This design comes from an exercise in tuning for small area, a short achievable clock period and few clock cycles per item on the open sky130 flow, not from production work. Where RTL was checked, it was by simulation tests only, not by an equivalence proof against the original. No driver is modelled on the clock port, so clock power and skew are understated where the tree is cut down; a real chip needs a root buffer or a tree. Power figures rest on the tool's default switching activity, not on a simulated workload.

## run 1
// small_set_membership_table
module small_set_membership_table #(
  parameter int unsigned CAPACITY   = ssmt_pkg::DEF_CAPACITY,
  parameter int unsigned ELEM_WIDTH = ssmt_pkg::DEF_ELEM_WIDTH
) (
  input  wire logic                          clk_i,
  input  wire logic                          rst_ni,
  input  wire logic                          start_i,
  output logic                               busy_o,
  input  wire logic [ssmt_pkg::OP_W-1:0]     op_i,
  input  wire logic [ssmt_pkg::VALUE_W-1:0]  value_i,
  output logic                               valid_o,
  output logic                               was_member_o,
  output logic [ssmt_pkg::COUNT_W-1:0]       count_o,
  output logic                               empty_res_o,
  output logic                               full_res_o,
  output logic                               rejected_o
);
Size in the first run: ~1100 cells after synthesis.
==> flow/config.mk <==
export PLATFORM = sky130hd
export DESIGN_NAME = small_set_membership_table
export DESIGN_NICKNAME = small_set_membership_table
export VERILOG_FILES = /design/flow/design.v
export SDC_FILE = /design/flow/constraint.sdc
export NUM_CORES = 4
export LEC_CHECK = 0
export CAP_MARGIN = 20
export CORE_MARGIN = 2
export CORE_UTILIZATION = 40
export CTS_CLUSTER_DIAMETER = 100
export CTS_CLUSTER_SIZE = 24
export SETUP_SLACK_MARGIN = 2.3
export SLEW_MARGIN = 20
==> flow/constraint.sdc <==
create_clock -name core_clock -period 4.0 [get_ports {clk_i}]
set_input_delay 0.8000 -clock core_clock [delete_from_list [all_inputs] [get_ports {clk_i}]]
set_output_delay 0.8000 -clock core_clock [all_outputs]
set_load 0.01 [all_outputs]
run.sh (not shown) runs the stock make flow with config.mk's settings and CLKGATE_MAP_FILE= SYNTH_SCRIPT=/design/flow/synth_recipe.tcl, a recipe that flattens the netlist after the stock synthesis.
Run 1 finished end to end and its layout was clean on timing, DRC and antenna.
## Diff of input files: run 2 against run 1
diff --git a/flow/config.mk b/flow/config.mk
--- a/flow/config.mk
+++ b/flow/config.mk
@@ -12,3 +12,3 @@
 export CTS_CLUSTER_SIZE = 24
-export SETUP_SLACK_MARGIN = 2.3
+export SETUP_SLACK_MARGIN = 2.0
 export SLEW_MARGIN = 20
==> comparison <==
- Status: proportion of cell area spent on the clock network parity (run 1, run 2)
- The last element of the critical path comes out free_q[6] in one run and valid_o in the other, namely in run 2 and run 1 respectively.
- When run 2 is measured against run 1, its via count of the routed design turns out about 2.6% lower.
- Run 2 has total area of sequential cells below what run 1 had.
- Between run 1 and run 2, the flow reports routed wire length decreasing by a few percent.
- Compared to run 1, run 2 has total met3 wirelength after detailed routing about 14% higher.
- Against run 1, run 2 reports a non-clock buffer count that is lower.
- Run 2 -> run 1: fraction of the mapped netlist area in adder cells delta 0, exact match
- The lower minimum clock period came out of run 1.
Relative to run 2, the following input files were edited for run 3:
diff --git a/flow/config.mk b/flow/config.mk
--- a/flow/config.mk
+++ b/flow/config.mk
@@ -12,3 +12,3 @@
 export CTS_CLUSTER_SIZE = 24
-export SETUP_SLACK_MARGIN = 2.0
+export SETUP_SLACK_MARGIN = 2.15
 export SLEW_MARGIN = 20
Results
Looking at routing usage on met2, run 3 sits 0.45 points above run 2. Clock network fraction of total power across run 2 and run 3: no real change. The critical path data arrival time of run 3 is lower than that of run 2. Against run 2 as the reference, run 3 delivers a lower fraction of area in registers. Run 3 against run 2: design area climbed 0.83%; hold slack barely changed; switching share of total power barely changed; routed length on met2 climbed 230 um.
Input changes introduced in run 4 (baseline for comparison: run 3):
diff --git a/flow/config.mk b/flow/config.mk
--- a/flow/config.mk
+++ b/flow/config.mk
@@ -12,3 +12,3 @@
 export CTS_CLUSTER_SIZE = 24
-export SETUP_SLACK_MARGIN = 2.15
+export SETUP_SLACK_MARGIN = 1.9
 export SLEW_MARGIN = 20
==> comparison <==
Every run (run 3 and run 4) finished clean. More vias were needed by run 3 than by run 4. Run 4 vs. run 3: worst path buffer plus inverter count went down 1, internal power held, wire length of the first global-routing pass went down 0.96%. On run 4: setup slack is 0.19 ns lower than what run 3 gave. The combined area of the multi-input logic cells in run 4 sits about 1.7% below the value recorded for run 3. In run 4 the final cell count without fillers turned out about 0.7% lower than in run 3. As far as last weighted congestion value of the routability-driven placer goes, run 3 and run 4 are indistinguishable; the numbers are identical.
--- input diff run 4..run 5 ---
diff --git a/flow/config.mk b/flow/config.mk
--- a/flow/config.mk
+++ b/flow/config.mk
@@ -12,3 +12,3 @@
 export CTS_CLUSTER_SIZE = 24
-export SETUP_SLACK_MARGIN = 1.9
+export SETUP_SLACK_MARGIN = 2.6
 export SLEW_MARGIN = 20
==> comparison <==
- Diff run 4 -> run 5: simple logic cell fraction of the synthesized area comparable, share of the yosys chip area belonging to registers did not really move.
- Run 5 ended up with a higher setup slack than run 4 did.
- Measured against each other, run 5 and run 4 differ in final-layout clock-cell area share, the higher figure coming from run 4.
- Re largest incremental delay on the critical path: run 5 is 0.50 ns down on run 4.
- Diff run 5..run 4 | met3 track utilization from global routing | negligible
- Compared run 5 vs run 4, and met2 wire length is up in run 5.
- The clock network latency to the later pin of the worst-skew pair on run 4 is in line with that on run 5.
- Routed length per placed instance in run 5 is 1.1 um above run 4.
- Relative to run 4, run 5 degrades power.
No run of this note included a check of the RTL's function; only the layout flow was run.

* * *

Setup of run a:
small_set_membership_table, a different RTL version from the one above (not shown whole).
Size: ~980 cells after synthesis, roughly 370 flip-flops, about 15000 µm² of cells after synthesis.
==> flow/design.v (excerpt) <==
module small_set_membership_table #(
  parameter int unsigned CAPACITY   = ssmt_pkg::DEF_CAPACITY,
  parameter int unsigned ELEM_WIDTH = ssmt_pkg::DEF_ELEM_WIDTH
) (
  input  wire logic                          clk_i,
  input  wire logic                          rst_ni,
  input  wire logic                          start_i,
  output logic                               busy_o,
  input  wire logic [ssmt_pkg::OP_W-1:0]     op_i,
  input  wire logic [ssmt_pkg::VALUE_W-1:0]  value_i,
  output logic                               valid_o,
  output logic                               was_member_o,
  output logic [ssmt_pkg::COUNT_W-1:0]       count_o,
  output logic                               empty_res_o,
  output logic                               full_res_o,
  output logic                               rejected_o
);
==> flow/config.mk <==
export PLATFORM = sky130hd
export DESIGN_NAME = small_set_membership_table
export DESIGN_NICKNAME = small_set_membership_table
export VERILOG_FILES = /design/flow/design.v
export SDC_FILE = /design/flow/constraint.sdc
export NUM_CORES = 4
export LEC_CHECK = 0
export CAP_MARGIN = 20
export CORE_MARGIN = 2
export CORE_UTILIZATION = 40
export CTS_CLUSTER_DIAMETER = 100
export CTS_CLUSTER_SIZE = 24
export SETUP_SLACK_MARGIN = 2.3
export SLEW_MARGIN = 20
==> flow/constraint.sdc <==
create_clock -name core_clock -period 4.0 [get_ports {clk_i}]
set_input_delay 0.8000 -clock core_clock [delete_from_list [all_inputs] [get_ports {clk_i}]]
set_output_delay 0.8000 -clock core_clock [all_outputs]
set_load 0.01 [all_outputs]
standard.sh (not shown) runs the stock make flow with config.mk's settings and CLKGATE_MAP_FILE= SYNTH_SCRIPT=/design/flow/synth_recipe.tcl, a recipe that flattens the netlist after the stock synthesis.
==> flow/flow/run.sh <==
#!/bin/bash
# The standard layout, with two changes: plain buf_4 cells as the port
# buffers, and a shallow balanced clock tree (flow/mcts.tcl) in place of
# TritonCTS. Synthesis and every other step are the standard ones.
set -euo pipefail
work=$(pwd)
export BUFFER_PORTS_ARGS="-buffer_cell sky130_fd_sc_hd__buf_4"
export PRE_CTS_TCL="$work/flow/mcts.tcl"
bash standard.sh > "$work/standard_flow.log" 2>&1
Other scripts of this flow, unchanged in this note and not shown: flow/flow/mcts.tcl
Run a: done, clean on timing, DRC and antenna
Testbench counts of run a, summed over its fixed seeds: cycles 32,024, items 32,000.
For run b, these inputs were changed with respect to run a:
diff --git a/flow/config.mk b/flow/config.mk
--- a/flow/config.mk
+++ b/flow/config.mk
@@ -13 +13 @@
-export SETUP_SLACK_MARGIN = 2.3
+export SETUP_SLACK_MARGIN = 2.45
==> summary.txt <==
- Run a: all stages complete, timing, DRC and antenna checks passed
- Run b reached the end of the flow, and the finished layout is clean on the timing, DRC and antenna checks.
- Run b vs. run a: period utilization fell by 0.98 points, mean number of vias per cell went up, power now larger, stage delay of the slowest cell on the critical path shows no meaningful change, slack of the critical path rose by 0.039 ns.
- Run b vs. run a: power share of the clock group fell 0.4 points, final area has increased.
- Run b gives more final standard cell utilization of the core than run a did.
- [run b] count of cell instances traversed by the critical path rose 1 relative to run a
In every run of this note, the design's own scripts or RTL, not TritonCTS, make the clock network.

* * *

Another version of the RTL of small_set_membership_table (not shown whole).
For scale: ~980 cells after synthesis, about 370 flip-flops, ~0.014 sq mm of cells after synthesis.
Design small_set_membership_table, start of the top module:
module small_set_membership_table #(
  parameter int unsigned CAPACITY   = ssmt_pkg::DEF_CAPACITY,
  parameter int unsigned ELEM_WIDTH = ssmt_pkg::DEF_ELEM_WIDTH
) (
  input  wire logic                          clk_i,
  input  wire logic                          rst_ni,
  input  wire logic                          start_i,
  output logic                               busy_o,
  input  wire logic [ssmt_pkg::OP_W-1:0]     op_i,
  input  wire logic [ssmt_pkg::VALUE_W-1:0]  value_i,
  output logic                               valid_o,
  output logic                               was_member_o,
  output logic [ssmt_pkg::COUNT_W-1:0]       count_o,
  output logic                               empty_res_o,
  output logic                               full_res_o,
  output logic                               rejected_o
);
  localparam int unsigned CNT_W = $clog2(CAPACITY + 1);
  logic                      y_vld_q;
  logic [ssmt_pkg::OP_W-1:0] y_op_q;
  logic [ELEM_WIDTH-1:0]     y_val_q;
  logic [CAPACITY-1:0]       y_raw_q;        
  logic [CAPACITY-1:0]       y_wslot_q;      
  logic                      y_weq_q;        
  ...
Settings: LEC_CHECK=0, CAP_MARGIN=20, CORE_MARGIN=2, CORE_UTILIZATION=40, SETUP_SLACK_MARGIN=2.6, SLEW_MARGIN=20; clock period 4.0 ns.
==> flow/flow/mcts.tcl <==
# PRE_CTS_TCL hook: replaces TritonCTS with a shallow balanced clock tree.
#
# The clock port drives COLS column buffers; each column buffer drives ROWS
# leaf buffers; each leaf buffer drives an equal share of the clock pins.
# Sinks are split into COLS columns of equal count by x, and each column
# into ROWS groups of equal count by y, so every register sees the same
# two buffers and a similar load. cts.tcl goes on as usual afterwards
# (legalization, timing repair).

rename clock_tree_synthesis __tritoncts_unused

proc clock_tree_synthesis { args } {
  set cols 4
  set rows 5
  set db [ord::get_db]
  set block [ord::get_db_block]
  set bufm [$db findMaster sky130_fd_sc_hd__clkbuf_16]
  set clknet [$block findNet clk_i]

  set sinks {}
  foreach it [$clknet getITerms] {
    if { [$it isInputSignal] } {
      set b [[$it getInst] getBBox]
      lappend sinks [list $it [expr { ([$b xMin] + [$b xMax]) / 2 }] \
        [expr { ([$b yMin] + [$b yMax]) / 2 }]]
    }
  }
  set n [llength $sinks]
  puts "mcts: $n clock sinks, $cols columns of $rows leaves"

  set by_x [lsort -integer -index 1 $sinks]
  set leaf 0
  for { set c 0 } { $c < $cols } { incr c } {
    set lo [expr { $c * $n / $cols }]
    set hi [expr { ($c + 1) * $n / $cols }]
    set col [lsort -integer -index 2 [lrange $by_x $lo [expr { $hi - 1 }]]]
    set m [llength $col]

    set mid [odb::dbInst_create $block $bufm "mcts_col_$c"]
    set midnet [odb::dbNet_create $block "mcts_colnet_$c"]
    $midnet setSigType CLOCK
    [$mid findITerm A] connect $clknet
    [$mid findITerm X] connect $midnet
    set mx 0
    set my 0

    for { set r 0 } { $r < $rows } { incr r } {
      set glo [expr { $r * $m / $rows }]
      set ghi [expr { ($r + 1) * $m / $rows }]
      set grp [lrange $col $glo [expr { $ghi - 1 }]]
      set sx 0
      set sy 0
      foreach s $grp {
        incr sx [lindex $s 1]
        incr sy [lindex $s 2]
      }
      set k [llength $grp]
      set lx [expr { $sx / $k }]
      set ly [expr { $sy / $k }]
      set lb [odb::dbInst_create $block $bufm "mcts_leaf_$leaf"]
      set lnet [odb::dbNet_create $block "mcts_leafnet_$leaf"]
      $lnet setSigType CLOCK
      [$lb findITerm A] connect $midnet
      [$lb findITerm X] connect $lnet
      $lb setLocation $lx $ly
      $lb setPlacementStatus PLACED
      foreach s $grp {
        set it [lindex $s 0]
        $it disconnect
        $it connect $lnet
      }
      incr mx $lx
      incr my $ly
      incr leaf
    }
    $mid setLocation [expr { $mx / $rows }] [expr { $my / $rows }]
    $mid setPlacementStatus PLACED
  }
  set_propagated_clock [all_clocks]
}
Scripts as last shown in full above: flow/flow/run.sh
Testbench counts at the start, summed over its fixed seeds: cycles 32,024, items 32,000.
Edit:
- CTS_CLUSTER_DIAMETER: default -> 100
- CTS_CLUSTER_SIZE: default -> 24
- SETUP_SLACK_MARGIN: 2.6 -> 2.15
Effect:
- design area shrinks by about a fifth
- total power shrinks by a few percent
- final cell count shrinks by a few percent
- routed wire length shrinks by about a fifth
- first-iteration DRC count shrinks by a quarter to a third
- global-route usage shrinks by 2.4 points
- area after synthesis stays the same
Edit:
- CTS_CLUSTER_DIAMETER: 100 -> default
- CTS_CLUSTER_SIZE: 24 -> default
- SETUP_SLACK_MARGIN: 2.15 -> 2.3
Final cell count rose by a few percent.
Fmax rose by a few percent.
Clock power hardly moves.
Die area is unchanged.
Wire length rose by a few percent.
Edit:
- CORE_UTILIZATION: 40 -> 50
- SETUP_SLACK_MARGIN: 2.3 -> 2.35
Effect: The changed run went through all stages and came out clean; worst setup slack is better by 31 ps; cell count came out lower by a little under a tenth; clock skew goes down by 5.4 ps; hold slack improved by 3.8 ps; fmax rises slightly; area after synthesis stays the same.
Edit:
--- a/flow/flow/mcts.tcl
+++ b/flow/flow/mcts.tcl
@@ -13,3 +13,3 @@
   set cols 4
-  set rows 5
+  set rows 4
   set db [ord::get_db]
- CORE_UTILIZATION: 50 -> 40
=> Power came out lower by a few percent. Routed wire length shrinks slightly. Sequential power is about the same. Design area is higher slightly. Cell count increases by a few percent.
Edit:
--- a/flow/flow/mcts.tcl
+++ b/flow/flow/mcts.tcl
@@ -13,3 +13,3 @@
   set cols 4
-  set rows 4
+  set rows 5
   set db [ord::get_db]
- SETUP_SLACK_MARGIN: 2.35 -> 2.4
Effect: Wire length grows by about 1.4%; sequential cell count does not change; power went up by 3.4%.
In every run of this note, the design's own scripts or RTL, not TritonCTS, make the clock network.

* * *

Starting RTL as in the previous note.
clock: 4.0 ns
lec_check: 0
cap_margin: 20
core_margin: 2
core_utilization: 40
setup_slack_margin: 2.45
slew_margin: 20
==> flow/flow/mcts.tcl <==
# PRE_CTS_TCL hook: replaces TritonCTS with a shallow balanced clock tree.
#
# The clock port drives COLS column buffers; each column buffer drives ROWS
# leaf buffers; each leaf buffer drives an equal share of the clock pins.
# Sinks are split into COLS columns of equal count by x, and each column
# into ROWS groups of equal count by y, so every register sees the same
# two buffers and a similar load. cts.tcl goes on as usual afterwards
# (legalization, timing repair).

rename clock_tree_synthesis __tritoncts_unused

proc clock_tree_synthesis { args } {
  set cols 4
  set rows 5
  set db [ord::get_db]
  set block [ord::get_db_block]
  set bufm [$db findMaster sky130_fd_sc_hd__clkbuf_16]
  set clknet [$block findNet clk_i]

  set sinks {}
  foreach it [$clknet getITerms] {
    if { [$it isInputSignal] } {
      set b [[$it getInst] getBBox]
      lappend sinks [list $it [expr { ([$b xMin] + [$b xMax]) / 2 }] \
        [expr { ([$b yMin] + [$b yMax]) / 2 }]]
    }
  }
  set n [llength $sinks]
  puts "mcts: $n clock sinks, $cols columns of $rows leaves"

  set by_x [lsort -integer -index 1 $sinks]
  set leaf 0
  for { set c 0 } { $c < $cols } { incr c } {
    set lo [expr { $c * $n / $cols }]
    set hi [expr { ($c + 1) * $n / $cols }]
    set col [lsort -integer -index 2 [lrange $by_x $lo [expr { $hi - 1 }]]]
    set m [llength $col]

    set mid [odb::dbInst_create $block $bufm "mcts_col_$c"]
    set midnet [odb::dbNet_create $block "mcts_colnet_$c"]
    $midnet setSigType CLOCK
    [$mid findITerm A] connect $clknet
    [$mid findITerm X] connect $midnet
    set mx 0
    set my 0

    for { set r 0 } { $r < $rows } { incr r } {
      set glo [expr { $r * $m / $rows }]
      set ghi [expr { ($r + 1) * $m / $rows }]
      set grp [lrange $col $glo [expr { $ghi - 1 }]]
      set sx 0
      set sy 0
      foreach s $grp {
        incr sx [lindex $s 1]
        incr sy [lindex $s 2]
      }
      set k [llength $grp]
      set lx [expr { $sx / $k }]
      set ly [expr { $sy / $k }]
      set lb [odb::dbInst_create $block $bufm "mcts_leaf_$leaf"]
      set lnet [odb::dbNet_create $block "mcts_leafnet_$leaf"]
      $lnet setSigType CLOCK
      [$lb findITerm A] connect $midnet
      [$lb findITerm X] connect $lnet
      $lb setLocation $lx $ly
      $lb setPlacementStatus PLACED
      foreach s $grp {
        set it [lindex $s 0]
        $it disconnect
        $it connect $lnet
      }
      incr mx $lx
      incr my $ly
      incr leaf
    }
    $mid setLocation [expr { $mx / $rows }] [expr { $my / $rows }]
    $mid setPlacementStatus PLACED
  }
  set_propagated_clock [all_clocks]
}
Scripts as last shown in full above: flow/flow/run.sh
Testbench counts at the start, summed over its fixed seeds: cycles 32,024, items 32,000.
Edit:
--- a/flow/flow/mcts.tcl
+++ b/flow/flow/mcts.tcl
@@ -12,5 +12,5 @@
 proc clock_tree_synthesis { args } {
   set cols 4
-  set rows 5
+  set rows 8
   set db [ord::get_db]
   set block [ord::get_db_block]
--- a/flow/config.mk
+++ b/flow/config.mk
@@ -9,4 +9,4 @@
 export CORE_MARGIN = 2
 export CORE_UTILIZATION = 40
-export SETUP_SLACK_MARGIN = 2.45
+export SETUP_SLACK_MARGIN = 2.35
 export SLEW_MARGIN = 20
Effect: The changed run passed the timing, DRC and antenna checks; setup slack got worse by 0.041 ns; wire length drops by 6.9%; global-route usage drops by 1.2 points.
Edit:
--- a/flow/flow/mcts.tcl
+++ b/flow/flow/mcts.tcl
@@ -1,6 +1,7 @@
 # PRE_CTS_TCL hook: replaces TritonCTS with a shallow balanced clock tree.
 #
-# The clock port drives COLS column buffers; each column buffer drives ROWS
-# leaf buffers; each leaf buffer drives an equal share of the clock pins.
+# The clock port drives COLS column buffers (clkbuf_16); each column buffer
+# drives ROWS leaf buffers (clkbuf_8); each leaf buffer drives an equal share
+# of the clock pins.
 # Sinks are split into COLS columns of equal count by x, and each column
 # into ROWS groups of equal count by y, so every register sees the same
@@ -12,8 +13,9 @@
 proc clock_tree_synthesis { args } {
   set cols 4
-  set rows 8
+  set rows 5
   set db [ord::get_db]
   set block [ord::get_db_block]
   set bufm [$db findMaster sky130_fd_sc_hd__clkbuf_16]
+  set leafm [$db findMaster sky130_fd_sc_hd__clkbuf_8]
   set clknet [$block findNet clk_i]
 
@@ -58,5 +60,5 @@
       set lx [expr { $sx / $k }]
       set ly [expr { $sy / $k }]
-      set lb [odb::dbInst_create $block $bufm "mcts_leaf_$leaf"]
+      set lb [odb::dbInst_create $block $leafm "mcts_leaf_$leaf"]
       set lnet [odb::dbNet_create $block "mcts_leafnet_$leaf"]
       $lnet setSigType CLOCK
=>
- die area does not change
- clock power came out lower by well over a third
- utilization came out lower by 1.3 points
- area after synthesis stays the same
- final cell count came out lower slightly
- via count came out lower slightly
- routed wire length came out lower slightly
- worst setup slack improves by 0.042 ns
- maximum frequency came out higher by a few percent
Edit:
--- a/flow/flow/mcts.tcl
+++ b/flow/flow/mcts.tcl
@@ -1,7 +1,6 @@
 # PRE_CTS_TCL hook: replaces TritonCTS with a shallow balanced clock tree.
 #
-# The clock port drives COLS column buffers (clkbuf_16); each column buffer
-# drives ROWS leaf buffers (clkbuf_8); each leaf buffer drives an equal share
-# of the clock pins.
+# The clock port drives COLS column buffers; each column buffer drives ROWS
+# leaf buffers; each leaf buffer drives an equal share of the clock pins.
 # Sinks are split into COLS columns of equal count by x, and each column
 # into ROWS groups of equal count by y, so every register sees the same
@@ -17,5 +16,4 @@
   set block [ord::get_db_block]
   set bufm [$db findMaster sky130_fd_sc_hd__clkbuf_16]
-  set leafm [$db findMaster sky130_fd_sc_hd__clkbuf_8]
   set clknet [$block findNet clk_i]
 
@@ -60,5 +58,5 @@
       set lx [expr { $sx / $k }]
       set ly [expr { $sy / $k }]
-      set lb [odb::dbInst_create $block $leafm "mcts_leaf_$leaf"]
+      set lb [odb::dbInst_create $block $bufm "mcts_leaf_$leaf"]
       set lnet [odb::dbNet_create $block "mcts_leafnet_$leaf"]
       $lnet setSigType CLOCK
--- a/flow/config.mk
+++ b/flow/config.mk
@@ -9,4 +9,4 @@
 export CORE_MARGIN = 2
 export CORE_UTILIZATION = 40
-export SETUP_SLACK_MARGIN = 2.35
+export SETUP_SLACK_MARGIN = 2.25
 export SLEW_MARGIN = 20
Sequential power stays flat.
Worst setup slack degrades by 0.070 ns.
Clock skew fell by 0.010 ns.
Cell count went down slightly.
Clock power went up by a quarter to a third.
Via count came out lower slightly.
Critical path depth is unchanged.
No run of this note takes its clock network from TritonCTS; it comes from the design's own scripts or RTL.

what the ideal ports hide:
In the flow no input, the clock included, has a driving cell. The finished layouts below were timed again as built, in two steps. Step 1 assumes that a clkbuf_16 drives the clock port and a buf_2 every other input. Step 2 adds t to the input delays and takes it off the output delays; t is the mean of the earliest and latest rising clock arrival at the registers after step 1. Input paths then give back, and output paths get back, about the clock's delay inside the block. Slacks: ideal / step 1 / step 2; pairs: ideal / step 1.
| run | shift t [ns] | setup WS [ns] | worst setup path after step 2 | slew at the worst register clock pin (ns) | worst data-port slew with drivers (ns) |
|---|---|---|---|---|---|
| run 1 | 0.571 | 2.166 / 2.115 / 2.229 | register to register | 0.10 / 0.10 | 0.04 |
| run 2 | 0.572 | 2.020 / 1.996 / 2.020 | register to register | 0.10 / 0.10 | 0.04 |
| run 3 | 0.574 | 2.159 / 2.127 / 2.159 | register to register | 0.10 / 0.10 | 0.04 |
| run 4 | 0.575 | 1.965 / 1.965 / 1.965 | register to register | 0.10 / 0.10 | 0.04 |
| run 5 | 0.577 | 2.147 / 2.106 / 2.147 | register to register | 0.10 / 0.10 | 0.04 |
| run a | 0.412 | 2.129 / 2.129 / 1.958 | input to register | 0.08 / 0.08 | 0.08 |
| run b | 0.403 | 2.169 / 2.169 / 2.078 | input to register | 0.09 / 0.09 | 0.06 |
| the first run of note 3 | 0.412 | 2.277 / 2.186 / 2.027 | input to register | 0.09 / 0.09 | 0.20 |
| the second run of note 3 | 0.406 | 2.208 / 2.182 / 1.836 | input to register | 0.08 / 0.08 | 0.06 |
| the third run of note 3 | 0.409 | 2.260 / 2.170 / 1.894 | input to register | 0.08 / 0.08 | 0.19 |
| the fourth run of note 3 | 0.402 | 2.292 / 2.253 / 2.023 | input to register | 0.08 / 0.08 | 0.07 |
| the fifth run of note 3 | 0.408 | 2.342 / 2.273 / 1.993 | input to register | 0.09 / 0.09 | 0.09 |
| the sixth run of note 3 | 0.405 | 2.327 / 2.289 / 2.003 | input to register | 0.08 / 0.08 | 0.14 |
| the first run of note 4 | 0.418 | 2.342 / 2.289 / 1.974 | input to register | 0.08 / 0.08 | 0.10 |
| the second run of note 4 | 0.417 | 2.301 / 2.283 / 1.950 | input to register | 0.06 / 0.06 | 0.09 |
| the third run of note 4 | 0.416 | 2.343 / 2.284 / 1.953 | input to register | 0.12 / 0.12 | 0.09 |
| the fourth run of note 4 | 0.408 | 2.272 / 2.232 / 1.877 | input to register | 0.08 / 0.08 | 0.10 |
After both steps setup and hold are still met in every run listed. For the fourth run of note 4, which loses most, drivers alone change the setup slack by -0.040 ns; drivers and shift together by -0.395 ns.
